From an optimization exercise on the open Yosys and OpenROAD flow, aimed at a short achievable clock period and few clock cycles; shortcuts taken in it are not production practice.
In this exercise RTL edits were held to simulation tests only and were not proved equivalent to the original.
Power and IR drop assume default switching activity.

**design/flow/config.mk**
```make
export PLATFORM = sky130hd
export DESIGN_NAME = mm_stream_engine
export DESIGN_NICKNAME = mm_stream_engine
export VERILOG_FILES = /design/flow/design.v
export SDC_FILE = /design/flow/constraint.sdc
export NUM_CORES = 4
export LEC_CHECK = 0
export ABC_CLOCK_PERIOD_IN_PS = 2700
export CAP_MARGIN = 20
export CORE_MARGIN = 2
export CORE_UTILIZATION = 30
export PLACE_DENSITY = 0.4
export SETUP_SLACK_MARGIN = 3.7
export SLEW_MARGIN = 20
export TNS_END_PERCENT = 20
```
**design/flow/constraint.sdc**
```tcl
create_clock -name core_clock -period 6.5 [get_ports {clk}]
set_input_delay 1.3000 -clock core_clock [delete_from_list [all_inputs] [get_ports {clk}]]
set_output_delay 1.3000 -clock core_clock [all_outputs]
set_load 0.01 [all_outputs]
```
**design/flow/design.v**
```verilog
module mm_stream_engine #(
    parameter int N          = 4,
    parameter int DW         = 8,
    parameter int BRAM_DEPTH = 32
) (
    input  logic                                      clk,
    input  logic                                      rst,
    input  logic                                      start,
    input  logic [$clog2(BRAM_DEPTH):0]               rows,
    output logic                                      busy,
    output logic                                      done,
    output logic                                      b_rd_en,
    output logic [$clog2(N)-1:0]                      b_rd_addr,
    input  logic [N*DW-1:0]                           b_rd_data,
    output logic                                      a_rd_en,
    output logic [$clog2(BRAM_DEPTH)-1:0]             a_rd_addr,
    input  logic [N*DW-1:0]                           a_rd_data,
    output logic                                      c_wr_en,
    output logic [$clog2(BRAM_DEPTH)-1:0]             c_wr_addr,
    output logic [N*(2*DW+$clog2(N))-1:0]             c_wr_data
);
    localparam int AW = $clog2(BRAM_DEPTH);
    localparam int NB = $clog2(N);
    localparam int RW = 2 * DW + NB;    
    localparam int MW = DW + 4;         
    logic          r_busy, r_done;
    logic [AW:0]   r_dc;        
    logic [AW:0]   r_left;      
    logic [AW-1:0] r_ra;
    logic [NB-1:0] r_rb;
    logic [2:0]    r_bcap;      
    logic          w_accept, w_hit, w_busy_nxt;
    logic [AW:0]   w_rows_c;
    assign w_accept   = !r_busy && !r_done && start;
    assign w_rows_c   = rows[AW] ? (AW+1)'(BRAM_DEPTH) : rows;
    assign w_hit      = (r_dc == (AW+1)'(2**(AW+1) - 4));
    assign w_busy_nxt = w_accept || (r_busy && !w_hit);
    always_ff @(posedge clk or posedge rst) begin
        if (rst) begin
            r_busy <= 1'b0;
            r_done <= 1'b0;
            r_ra   <= '0;
            r_rb   <= '0;
            r_bcap <= '0;
        end else begin
            r_busy <= w_busy_nxt;
            r_done <= r_busy && w_hit;
            r_ra   <= w_busy_nxt ? r_ra + AW'(1) : '0;
            r_rb   <= !w_busy_nxt ? '0 : (r_rb == NB'(N - 1)) ? r_rb : r_rb + NB'(1);
            r_bcap <= {r_bcap[1:0], w_accept};
        end
    end
    always_ff @(posedge clk) begin
        r_dc   <= w_accept ? w_rows_c : r_dc - (AW+1)'(1);
        r_left <= w_accept ? w_rows_c : (r_left != '0) ? r_left - (AW+1)'(1) : r_left;
    end
    assign busy      = r_busy;
    assign done      = r_done;
    assign a_rd_en   = 1'b1;
    assign b_rd_en   = 1'b1;
    assign a_rd_addr = r_ra;
    assign b_rd_addr = r_rb;
    logic [DW-1:0]   r_b0  [N];
    logic [DW+1:0]   r_b0x3[N];
    logic [DW-1:0]   r_b1  [N];
    logic [DW-1:0]   r_b2  [N];
    always_ff @(posedge clk) begin
        for (int j = 0; j < N; j++) begin
            if (r_bcap[0]) begin
                r_b0[j]   <= b_rd_data[j*DW +: DW];
                r_b0x3[j] <= (DW+2)'(b_rd_data[j*DW +: DW]) + {1'b0, b_rd_data[j*DW +: DW], 1'b0};
            end
            if (r_bcap[1]) r_b1[j] <= b_rd_data[j*DW +: DW];
            if (r_bcap[2]) r_b2[j] <= b_rd_data[j*DW +: DW];
        end
    end
    function automatic logic [MW-1:0] tsel(input logic [MW*8-1:0] t, input logic [3:0] m);
        logic [MW-1:0] e [16];
        e[0]  = '0;
        e[1]  = t[0*MW +: MW];
        e[2]  = t[0*MW +: MW] << 1;
        e[3]  = t[1*MW +: MW];
        e[4]  = t[0*MW +: MW] << 2;
        e[5]  = t[2*MW +: MW];
        e[6]  = t[1*MW +: MW] << 1;
        e[7]  = t[3*MW +: MW];
        e[8]  = t[0*MW +: MW] << 3;
        e[9]  = t[4*MW +: MW];
        e[10] = t[2*MW +: MW] << 1;
        e[11] = t[5*MW +: MW];
        e[12] = t[1*MW +: MW] << 2;
        e[13] = t[6*MW +: MW];
        e[14] = t[3*MW +: MW] << 1;
        e[15] = t[7*MW +: MW];
        tsel = m[3] ? (m[2] ? (m[1] ? (m[0] ? e[15] : e[14]) : (m[0] ? e[13] : e[12]))
                            : (m[1] ? (m[0] ? e[11] : e[10]) : (m[0] ? e[9]  : e[8])))
                    : (m[2] ? (m[1] ? (m[0] ? e[7]  : e[6])  : (m[0] ? e[5]  : e[4]))
                            : (m[1] ? (m[0] ? e[3]  : e[2])  : (m[0] ? e[1]  : e[0])));
    endfunction
    function automatic logic [MW*8-1:0] odd_mults(input logic [DW-1:0] a);
        logic [MW-1:0] x;
        x = MW'(a);
        odd_mults = {(x << 4) - x,               
                     (x << 3) + (x << 2) + x,    
                     (x << 3) + (x << 1) + x,    
                     (x << 3) + x,               
                     (x << 3) - x,               
                     (x << 2) + x,               
                     (x << 1) + x,               
                     x};                         
    endfunction
    function automatic logic [2*RW-1:0] csa(input logic [RW-1:0] x, input logic [RW-1:0] y,
                                            input logic [RW-1:0] z);
        logic [RW-1:0] cs, cc;
        cs  = x ^ y ^ z;
        cc  = ((x & y) | (x & z) | (y & z)) << 1;
        csa = {cc, cs};
    endfunction
    logic            r_v1;
    logic [AW-1:0]   r_ad1, r_ad0;
    logic [N*DW-1:0] r_a1;
    always_ff @(posedge clk or posedge rst) begin
        if (rst) r_v1 <= 1'b0;
        else     r_v1 <= r_busy && (r_left != '0);
    end
    always_ff @(posedge clk) begin
        r_ad0 <= r_ra;
        r_ad1 <= r_ad0;
        r_a1  <= a_rd_data;
    end
    logic [RW-1:0] w_s1_s[N], w_s1_c[N];
    always_comb begin
        logic [RW-1:0]   pp[4];
        logic [2*RW-1:0] t;
        logic [1:0]      d;
        for (int j = 0; j < N; j++) begin
            for (int i = 0; i < 4; i++) begin
                d = r_a1[2*i +: 2];
                case (d)
                    2'd0: pp[i] = '0;
                    2'd1: pp[i] = RW'(r_b0[j]) << (2*i);
                    2'd2: pp[i] = RW'({r_b0[j], 1'b0}) << (2*i);
                    default: pp[i] = RW'(r_b0x3[j]) << (2*i);
                endcase
            end
            t = csa(pp[0], pp[1], pp[2]);
            t = csa(t[RW-1:0], t[2*RW-1:RW], pp[3]);
            w_s1_s[j] = t[RW-1:0];
            w_s1_c[j] = t[2*RW-1:RW];
        end
    end
    logic            r_v2;
    logic [AW-1:0]   r_ad2;
    logic [RW-1:0]   r_s2_s[N], r_s2_c[N];
    logic [MW*8-1:0] r_t2a;        
    logic [MW*8-1:0] r_t2b;        
    logic [MW*8-1:0] r_t2c;        
    always_ff @(posedge clk or posedge rst) begin
        if (rst) r_v2 <= 1'b0;
        else     r_v2 <= r_v1;
    end
    always_ff @(posedge clk) begin
        r_ad2 <= r_ad1;
        for (int j = 0; j < N; j++) begin
            r_s2_s[j] <= w_s1_s[j];
            r_s2_c[j] <= w_s1_c[j];
        end
        r_t2a <= odd_mults(r_a1[1*DW +: DW]);
        r_t2b <= odd_mults(r_a1[2*DW +: DW]);
        r_t2c <= odd_mults(r_a1[3*DW +: DW]);
    end
    logic [MW-1:0] w_p1_lo[N], w_p1_hi[N], w_p2_lo[N], w_p2_hi[N];
    logic [DW-1:0] w_b2op[N];
    always_comb begin
        for (int j = 0; j < N; j++) begin
            w_p1_lo[j] = tsel(r_t2a, r_b1[j][3:0]);
            w_p1_hi[j] = tsel(r_t2a, r_b1[j][7:4]);
            w_b2op[j]  = r_bcap[2] ? b_rd_data[j*DW +: DW] : r_b2[j];
            w_p2_lo[j] = tsel(r_t2b, w_b2op[j][3:0]);
            w_p2_hi[j] = tsel(r_t2b, w_b2op[j][7:4]);
        end
    end
    logic            r_v3;
    logic [AW-1:0]   r_ad3;
    logic [RW-1:0]   r_s3_s[N], r_s3_c[N];
    logic [MW-1:0]   r_p1_lo[N], r_p1_hi[N], r_p2_lo[N], r_p2_hi[N];
    logic [MW*8-1:0] r_t3;         
    always_ff @(posedge clk or posedge rst) begin
        if (rst) r_v3 <= 1'b0;
        else     r_v3 <= r_v2;
    end
    always_ff @(posedge clk) begin
        r_ad3 <= r_ad2;
        for (int j = 0; j < N; j++) begin
            r_s3_s[j]  <= r_s2_s[j];
            r_s3_c[j]  <= r_s2_c[j];
            r_p1_lo[j] <= w_p1_lo[j];
            r_p1_hi[j] <= w_p1_hi[j];
            r_p2_lo[j] <= w_p2_lo[j];
            r_p2_hi[j] <= w_p2_hi[j];
        end
        r_t3 <= r_t2c;
    end
    logic [RW-1:0] w_s3_s[N], w_s3_c[N];
    logic [MW-1:0] w_q_lo[N], w_q_hi[N];
    always_comb begin
        logic [2*RW-1:0] t, u;
        for (int j = 0; j < N; j++) begin
            t = csa(r_s3_s[j], r_s3_c[j], RW'(r_p1_lo[j]));
            u = csa(RW'(r_p1_hi[j]) << 4, RW'(r_p2_lo[j]), RW'(r_p2_hi[j]) << 4);
            t = csa(t[RW-1:0], t[2*RW-1:RW], u[RW-1:0]);
            t = csa(t[RW-1:0], t[2*RW-1:RW], u[2*RW-1:RW]);
            w_s3_s[j] = t[RW-1:0];
            w_s3_c[j] = t[2*RW-1:RW];
            w_q_lo[j] = tsel(r_t3, b_rd_data[j*DW +: 4]);
            w_q_hi[j] = tsel(r_t3, b_rd_data[j*DW + 4 +: 4]);
        end
    end
    logic            r_v4;
    logic [AW-1:0]   r_ad4;
    logic [RW-1:0]   r_s4_s[N], r_s4_c[N];
    logic [MW-1:0]   r_q_lo[N], r_q_hi[N];
    always_ff @(posedge clk or posedge rst) begin
        if (rst) r_v4 <= 1'b0;
        else     r_v4 <= r_v3;
    end
    always_ff @(posedge clk) begin
        r_ad4 <= r_ad3;
        for (int j = 0; j < N; j++) begin
            r_s4_s[j] <= w_s3_s[j];
            r_s4_c[j] <= w_s3_c[j];
            r_q_lo[j] <= w_q_lo[j];
            r_q_hi[j] <= w_q_hi[j];
        end
    end
    logic [RW-1:0] w_s4_s[N], w_s4_c[N];
    always_comb begin
        logic [2*RW-1:0] t;
        for (int j = 0; j < N; j++) begin
            t = csa(r_s4_s[j], r_s4_c[j], RW'(r_q_lo[j]));
            t = csa(t[RW-1:0], t[2*RW-1:RW], RW'(r_q_hi[j]) << 4);
            w_s4_s[j] = t[RW-1:0];
            w_s4_c[j] = t[2*RW-1:RW];
        end
    end
    logic            r_v5;
    logic [AW-1:0]   r_ad5;
    logic [RW-1:0]   r_s5_s[N], r_s5_c[N];
    always_ff @(posedge clk or posedge rst) begin
        if (rst) r_v5 <= 1'b0;
        else     r_v5 <= r_v4;
    end
    always_ff @(posedge clk) begin
        r_ad5 <= r_ad4;
        for (int j = 0; j < N; j++) begin
            r_s5_s[j] <= w_s4_s[j];
            r_s5_c[j] <= w_s4_c[j];
        end
    end
    logic            r_v6;
    logic [AW-1:0]   r_ad6;
    logic [RW-1:0]   r_res[N];
    always_ff @(posedge clk or posedge rst) begin
        if (rst) r_v6 <= 1'b0;
        else     r_v6 <= r_v5;
    end
    always_ff @(posedge clk) begin
        r_ad6 <= r_ad5;
        for (int j = 0; j < N; j++) r_res[j] <= r_s5_s[j] + r_s5_c[j];
    end
    assign c_wr_en   = r_v6;
    assign c_wr_addr = r_ad6;
    always_comb begin
        for (int j = 0; j < N; j++) c_wr_data[j*RW +: RW] = r_res[j];
    end
endmodule
```
**design/flow/run.sh**
```bash
#!/bin/bash
# synth_recipe.tcl (not shown) runs the flow's synth.tcl, then flattens the netlist and writes it again
# the make line also repeats each setting of config.mk as NAME=value (left out here)
make -C /OpenROAD-flow-scripts/flow DESIGN_CONFIG=/design/flow/config.mk WORK_HOME=/design/flow/orfs CLKGATE_MAP_FILE= SYNTH_SCRIPT=/design/flow/synth_recipe.tcl finish
```
==> results of run 1 <==
## state kept, by name, indices dropped and copies added, names as in the netlist, 32 cells and up
| register | cells |
|---|---|
| r_p1_hi | 48 |
| r_p1_lo | 48 |
| r_p2_hi | 48 |
| r_q_hi | 48 |
| r_s4_c | 64 |
| r_s3_c | 44 |
| r_a1 | 32 |
| r_q_lo | 48 |
| r_s2_c | 44 |
| r_s5_s | 72 |
| r_b0x3 | 40 |
| r_b1 | 32 |
| r_s4_s | 68 |
| r_p2_lo | 48 |
| r_t2c | 72 |
| r_res | 72 |
| r_s2_s | 64 |
| r_t2a | 72 |
| r_t3 | 72 |
| r_s3_s | 64 |
| r_b2 | 32 |
| r_s5_c | 64 |
| r_t2b | 72 |
## through the flow
stage	util [%]	area [sq um]	std cells	worst slack, ns
finish	34.66	90900	10585	3.509
global route	34.65	90890	10580	3.437
CTS	34.52	90530	10565	3.383
detailed placement	31.97	83860	10203	2.121
global placement	31.97	83850	10202	2.165
floorplan	-	79200	6984	3.528
## power groups by stage
stage,Sequential [W],Combinational [W],Clock [W]
floorplan,0.0129,0.0127,0
global placement,0.0148,0.0202,0
detailed placement,0.0148,0.0202,0
CTS,0.0146,0.0207,0.0101
global route,0.0148,0.0227,0.0104
finish,0.0146,0.0210,0.00985
## worst max path at each step
stage | cells past startpoint | slack (ns) | end
after floorplan | 8 | 3.53 | r_b0x3[3][9]
after global placement | 7 | 2.16 | r_b0x3[3][8]
after detailed placement | 7 | 2.12 | r_b0x3[3][8]
after CTS | 1 | 3.38 | c_wr_data[66]
after global routing | 1 | 3.44 | c_wr_data[33]
final | 1 | 3.51 | c_wr_data[32]
## what timing repair did
action | CTS | global route
hold buffers | 0 | 0
gates resized for setup | 83 | 84
endpoints found under the setup margin | 314 | 246
setup buffers | 42 | 11
hold endpoints to repair | 0 | 0
gates cloned | 11 | 0
pin swaps | 1 | 2
## logic make-up (layout without fill, tap and decap cells)
family,after synthesis,after routing,share of synthesized area [%]
AO/OA/AOI/OAI,1658,1658,13.67
XOR/XNOR,235,235,2.601
adder cells (fa/ha/maj),758,758,15.44
buffers and inverters,1038,1112,5.293
flip-flops,1361,1361,35.89
multiplexers,950,951,21.36
other,1,11,0.004739
AND/OR/NAND/NOR,982,984,5.738
## layer usage
metal	up-vias	global-route usage [%]	part of all wire, %
met2	2817	37.35	44
met1	30266	32.58	42
met3	654	4.832	7.4
met5	-	0	0.0074
met4	4	12.74	6.1
li1	25361	-	-
## cells in the final DEF, fill, tap and decap left out, types with 23 or more instances in the layout
cell and n:
o211ai_1 111, inv_1 371, nand2b_1 24, fa_1 364, clkinvlp_4 23, and3_1 64
dfxtp_2 40, nor2b_1 65, o21ai_0 510, mux4_2 553, buf_4 212, dfxtp_1 1192
clkinv_2 29, clkbuf_1 30, a21o_1 66, dlymetal6s2s_1 25, a22oi_1 112, a31oi_1 42
mux2i_1 98, nand3_1 87, nand2_1 437, a211oi_1 43, ha_1 394, xnor2_1 179
clkbuf_8 31, edfxtp_1 106, a22o_1 213, mux2_2 279, clkbuf_16 172, o21bai_1 38
a221oi_1 42, a21oi_1 316, xor2_1 56, nor2_1 166, and2_1 45, nor3_1 24
clkdlybuf4s50_1 105
## layout make-up
cell class / count / share of cell area, %
clock buffers: 232 / 5.313
multi-input cells: 4588 / 51.51
flip-flops and latches: 1361 / 31.32
repair inverters: 6 / 0.03854
diodes: 9 / 0.02478
repair buffers: 399 / 4.087
well taps: 3515 / 4.838
inverters: 398 / 1.723
clock inverters: 77 / 1.138
==> impl_metrics.py, run 1 <==
metrics = {
    "setup_path": {
        "cpMaxStageDelayCell": "clkdlybuf4s50_1",
        "r2r_start": "r_b1[2][0]",
        "r2r_cells": 4,
        "cpPeakStageDelay_ns": 0.56,
        "crit_buf_inv": 1,
        "arrival_ns": 1.69,
        "crit_family": "buffers and inverters",
        "cp_max_fo": 1,
        "critical_path.cell_chain": "clkdlybuf4s50_1",
        "r2r_setup_slack_ns": 3.65,
        "worst_r2r_endpoint": "r_p1_lo[2][2]",
        "cp-start-kind": "register",
        "crit_required_ns": 5.20,
        "crit_start": "r_res[1][14]",
        "crit_type": "register to output pin",
        "crit_path_end_kind": "output pin",
    },
    "yosys": {
        "async_reset_ff_share_pct": 1.323,
        "synth.top_cell.area_share_pct": 31.30,
        "yosysUniqueCellTypes": 87,
        "synth_flop_cell": "dfxtp_1",
        "synthTopCellsByCount": "dfxtp_1 (1,237), mux4_2 (553), o21ai_0 (514)",
        "synthTopCellsByArea": "dfxtp_1 (31%), mux4_2 (16%), fa_1 (9.2%), ha_1 (6.2%), edfxtp_1 (4.0%)",
        "yosys_warnings": 58,
        "yosysSeqAreaShare_pct": 35.89,
        "synth_area_sq_um": 79130,
        "synth.most_common_cell": "dfxtp_1",
        "synth_edf_count": 106,
        "avgSynthCellArea_sq_um": 11.33,
        "yosys.area.top_type": "dfxtp_1",
        "ys_seq_elements": 1361,
        "synthesis.instances": 6983,
    },
    "final_layout": {
        "area_growth_pct": 14.88,
        "seq_area_sq_um": 28470,
        "layout.nets": 7752,
        "multi_input_comb_area_sq_um": 46820,
        "drive_gt1_share_pct": 21.70,
        "fillers": 25970,
    },
    "drt": {
        "vias": 59102,
        "drt_pass1_iterations": 6,
        "totalWireLength_um": 335800,
        "viasPerCell": 5.584,
        "drc": 0,
        "wire_per_inst_um": 31.72,
        "ant_nets": 0,
        "drt_iter0_markers": 6429,
    },
    "worst_hold_path": {
        "worst_hold_path.endpoint": "r_s3_s[1][7]",
        "hold_start": "r_s2_s[1][7]",
        "whs_path_depth": 0,
        "hold_path_class": "register to register",
    },
    "timing": {
        "post-route-period-util_pct": 46.01,
        "holdWs_ns": 0.2827,
        "tns_ns": 0,
        "hold_violations": 0,
        "fin_crit_ns": 2.991,
        "drv_slew": 0,
        "fmax_mhz": 334.4,
        "rsz0062_at_grt": "yes",
        "fin_skew_ns": 0.06818,
        "setup_violations": 0,
        "slew_headroom_pct": 17.19,
        "tightest_slew_ns": 1.240,
    },
    "floorplanning": {
        "core_sq_um": 262300,
        "die_x_um": 517.6,
        "rows": 188,
        "die_y_um": 517.6,
        "initial_core_util_pct": 30.17,
        "io-pin-count": 162,
        "die_area_sq_um": 267900,
    },
    "run_status": {
        "status": "finished clean",
    },
    "global_routing": {
        "overflow": 0,
        "grt_pass1_vias": 58698,
        "grt_use_total_pct": 24.42,
        "antenna_found_initial": 39,
        "grt_max_degree": 60,
        "grt_pass1_wl_um": 468100,
    },
    "pwr": {
        "clkPwrFrac_pct": 21.7,
        "fin_total_pwr_w": 0.04548,
        "p_int_w": 0.02611,
        "power_frac_seq_pct": 32.2,
        "power_density_nw_per_um2": 500.3,
        "power_leakage_nw": 36.32,
        "switchingPower_w": 0.01937,
        "pwr-share-comb_pct": 46.1,
        "swShare_pct": 42.59,
        "max-vdd-ir-drop_v": 0.0002822,
    },
    "clock_tree": {
        "clock_latency_ns": 0.85,
        "cts_buffer_depth": 3,
        "path_clk_slew_ns": 0.06,
        "cts_buffers": 167,
        "cts_num_sinks": 1361,
        "root_buffer": "clkbuf_16",
        "cts_tree": "done",
        "htree_levels": 4,
    },
    "placed_design": {
        "hpwl_um": 232700,
        "globalplace.congestion": 0.9089,
        "port_buffers": 159,
    },
    "run": {
        "drv_cap": 0,
    },
}
Testbench counts, summed over its fixed seeds: cycles 2,878.
==> run 2, diff against run 1 <==
--- a/design/flow/config.mk
+++ b/design/flow/config.mk
@@ -7,9 +7,10 @@
 export LEC_CHECK = 0
 export ABC_CLOCK_PERIOD_IN_PS = 2700
 export CAP_MARGIN = 20
+export CELL_PAD_IN_SITES_DETAIL_PLACEMENT = 1
 export CORE_MARGIN = 2
-export CORE_UTILIZATION = 30
-export PLACE_DENSITY = 0.4
-export SETUP_SLACK_MARGIN = 3.7
+export CORE_UTILIZATION = 25
+export PLACE_DENSITY = 0.35
+export SETUP_SLACK_MARGIN = 3.6
 export SLEW_MARGIN = 20
-export TNS_END_PERCENT = 20
+export TNS_END_PERCENT = 10
==> impl_metrics.py, run 2 <==
metrics = {
    "run_status": {
        "status": "finished clean",
    },
    "global_routing": {
        "overflow": 0,
        "grt_use_total_pct": 22.43,
        "grt_util_met3_pct": 3.391,
        "grt_max_degree": 60,
        "grt_pass1_wl_um": 510800,
        "grt_pass1_vias": 61116,
        "use_met1_pct": 30.44,
        "grt_use_met2_pct": 34.90,
        "grt.busiest_layer": "met2",
        "antenna_found_initial": 51,
    },
    "timing": {
        "fin_crit_ns": 3.078,
        "tns_ns": 0,
        "fin_skew_ns": 0.08373,
        "tightest_slew_ns": 1.217,
        "rsz0062_at_grt": "yes",
        "drv_slew": 0,
        "slew_headroom_pct": 18.74,
        "hold_violations": 0,
        "setup_violations": 0,
        "post-route-period-util_pct": 47.35,
        "fmax_mhz": 324.9,
        "holdWs_ns": 0.3162,
    },
    "floorplanning": {
        "rows": 206,
        "core_sq_um": 315000,
        "initial_core_util_pct": 25.12,
        "io-pin-count": 162,
        "die_area_sq_um": 321000,
        "die_x_um": 566.6,
        "die_y_um": 566.6,
    },
    "yosys": {
        "synth.most_common_cell": "dfxtp_1",
        "synth.top_cell.area_share_pct": 31.30,
        "yosysSeqAreaShare_pct": 35.89,
        "yosysUniqueCellTypes": 87,
        "synth_area_sq_um": 79130,
        "synthTopCellsByArea": "dfxtp_1 (31%), mux4_2 (16%), fa_1 (9.2%), ha_1 (6.2%), edfxtp_1 (4.0%)",
        "async_reset_ff_share_pct": 1.323,
        "yosys.area.top_type": "dfxtp_1",
        "yosys_warnings": 58,
        "synth_edf_count": 106,
        "synth_flop_cell": "dfxtp_1",
        "ys_seq_elements": 1361,
        "synthTopCellsByCount": "dfxtp_1 (1,237), mux4_2 (553), o21ai_0 (514)",
        "avgSynthCellArea_sq_um": 11.33,
        "synthesis.instances": 6983,
    },
    "setup_path": {
        "crit_type": "register to output pin",
        "cp_max_fo": 1,
        "r2r_setup_slack_ns": 3.45,
        "crit_required_ns": 5.20,
        "crit_path_end_kind": "output pin",
        "crit_family": "buffers and inverters",
        "cpPeakStageDelay_ns": 0.60,
        "cpMaxStageDelayCell": "clkdlybuf4s50_1",
        "critical_path.cell_chain": "clkdlybuf4s50_1",
        "arrival_ns": 1.78,
        "cp-start-kind": "register",
        "crit_buf_inv": 1,
    },
    "final_layout": {
        "drive_gt1_share_pct": 21.85,
        "fin_util_pct": 29.23,
        "area_growth_pct": 16.34,
        "fin_area_sq_um": 92050,
        "layout.nets": 7755,
        "layout_common_cells": "dfxtp_1 (1,190), mux4_2 (553), o21ai_0 (513)",
        "layout_commonest_cell": "dfxtp_1",
    },
    "drt": {
        "ant_nets": 0,
        "vias": 60042,
        "drt_pass1_iterations": 5,
        "wire_per_inst_um": 32.76,
        "drc": 0,
        "drt_iter0_markers": 5536,
        "viasPerCell": 5.332,
        "totalWireLength_um": 368900,
    },
    "clock_tree": {
        "postCtsHoldBufs": 0,
        "clock_latency_ns": 0.91,
        "cts_buffers": 174,
        "cts_num_sinks": 1361,
        "cts_tree": "done",
        "path_clk_slew_ns": 0.06,
        "root_buffer": "clkbuf_16",
        "htree_levels": 4,
        "cts_buffer_depth": 4,
    },
    "worst_hold_path": {
        "hold_path_class": "register to register",
    },
    "placed_design": {
        "globalplace.congestion": 0.8972,
        "hpwl_um": 257600,
        "place_area_sq_um": 84650,
        "port_buffers": 159,
    },
    "run": {
        "drv_cap": 0,
    },
    "pwr": {
        "power_density_nw_per_um2": 511.8,
        "max-vdd-ir-drop_v": 0.0002662,
        "power_leakage_nw": 36.23,
        "fin_total_pwr_w": 0.04711,
    },
}
==> run 2: cell types whose count changed in the layout (fill, tap and decap cells not counted), moves of 6 or more <==
cell | before | now
clkinv_16 | 8 | 2
clkdlybuf4s50_1 | 105 | 132
clkbuf_1 | 30 | 15
diode_2 | 9 | 33
clkbuf_16 | 172 | 186
dlymetal6s2s_1 | 25 | 0
bufinv_16 | 13 | 24
==> run 2: layout make-up <==
type | count | area (sq um)
antenna | 33 | 82.58
clock buffer | 229 | 5096
clock inverter | 90 | 1227
fill | 34438 | 222900
inverter | 398 | 1535
multi-input combinational | 4588 | 46800
sequential | 1361 | 28480
tap | 4160 | 5205
timing repair buffer | 396 | 3591
timing repair inverter | 5 | 37.54
==> run 2: timing repair <==
| action | in CTS | in global routing |
|---|---|---|
| hold endpoints to repair | 0 | 0 |
| pin swaps | 1 | 3 |
| cloned | 7 | 2 |
| setup endpoints to repair | 274 | 262 |
| buffers inserted | 26 | 30 |
| gates resized for setup | 52 | 63 |
==> run 2: report_power, final <==
| group | internal, W | switching (W) |
|---|---|---|
| combinational | 0.00892 | 0.0125 |
| sequential | 0.0114 | 0.00350 |
| clock | 0.00651 | 0.00423 |
==> run 2: metal layers <==
layer	up-vias	part of all wire [%]
li1	25426	-
met2	2411	45
met1	31614	44
met5	-	0.023
met3	579	6.1
met4	12	5.2
==> run 2: worst paths after layout <==
check,startpoint,to,depth (start not counted)
max,r_res[3][10],c_wr_data[64],1
min,r_s2_c[0][7],r_s3_c[0][7],0
max reg2reg,r_bcap[2],r_p2_lo[3][9],10
min reg2reg,r_s2_c[0][7],r_s3_c[0][7],0
max in group asynchronous,rst,r_bcap[2],2
min in group asynchronous,rst,r_rb[0],2
==> run 2: cell families (layout without fill, tap and decap cells) <==
kind of cell	Yosys count	after routing	synth area share, %
AO/OA/AOI/OAI	1658	1658	13.67
other	1	35	0.004739
buffers and inverters	1038	1118	5.293
XOR/XNOR	235	235	2.601
adder cells (fa/ha/maj)	758	758	15.44
AND/OR/NAND/NOR	982	985	5.738
flip-flops	1361	1361	35.89
multiplexers	950	950	21.36
==> run 2: metrics by stage <==
stage,setup slack (ns),cells
2_1_floorplan,3.472,6984
3_3_place_gp,2.165,10840
3_5_place_dp,2.096,10841
4_1_cts,3.346,11193
5_1_grt,3.334,11243
6_report,3.422,11260

-- port drivers added, routing unchanged --
In the flow no input, the clock included, has a driving cell. The finished layouts below were timed again as built, in two steps. Step 1: set_driving_cell puts a clkbuf_16 on clk and a buf_2 on each other input, an assumption about the parent block. Step 2, shift: input delay + t, output delay - t, t = (earliest + latest rising clock arrival at the registers) / 2. This alone moves slack from input paths to output paths. Slacks: ideal ports / drivers / drivers and shift; pairs: ideal ports / drivers.
run | t (ns) | setup WS [ns] | worst setup path at the end
run 1 | 0.909 | 3.509 / 3.413 / 2.672 | input to register
run 2 | 0.958 | 3.422 / 3.326 / 2.580 | input to register
After both steps setup and hold are still met in every run listed. The setup slack of run 2, which loses most, moves by -0.096 ns with the drivers and by -0.842 ns with both steps.
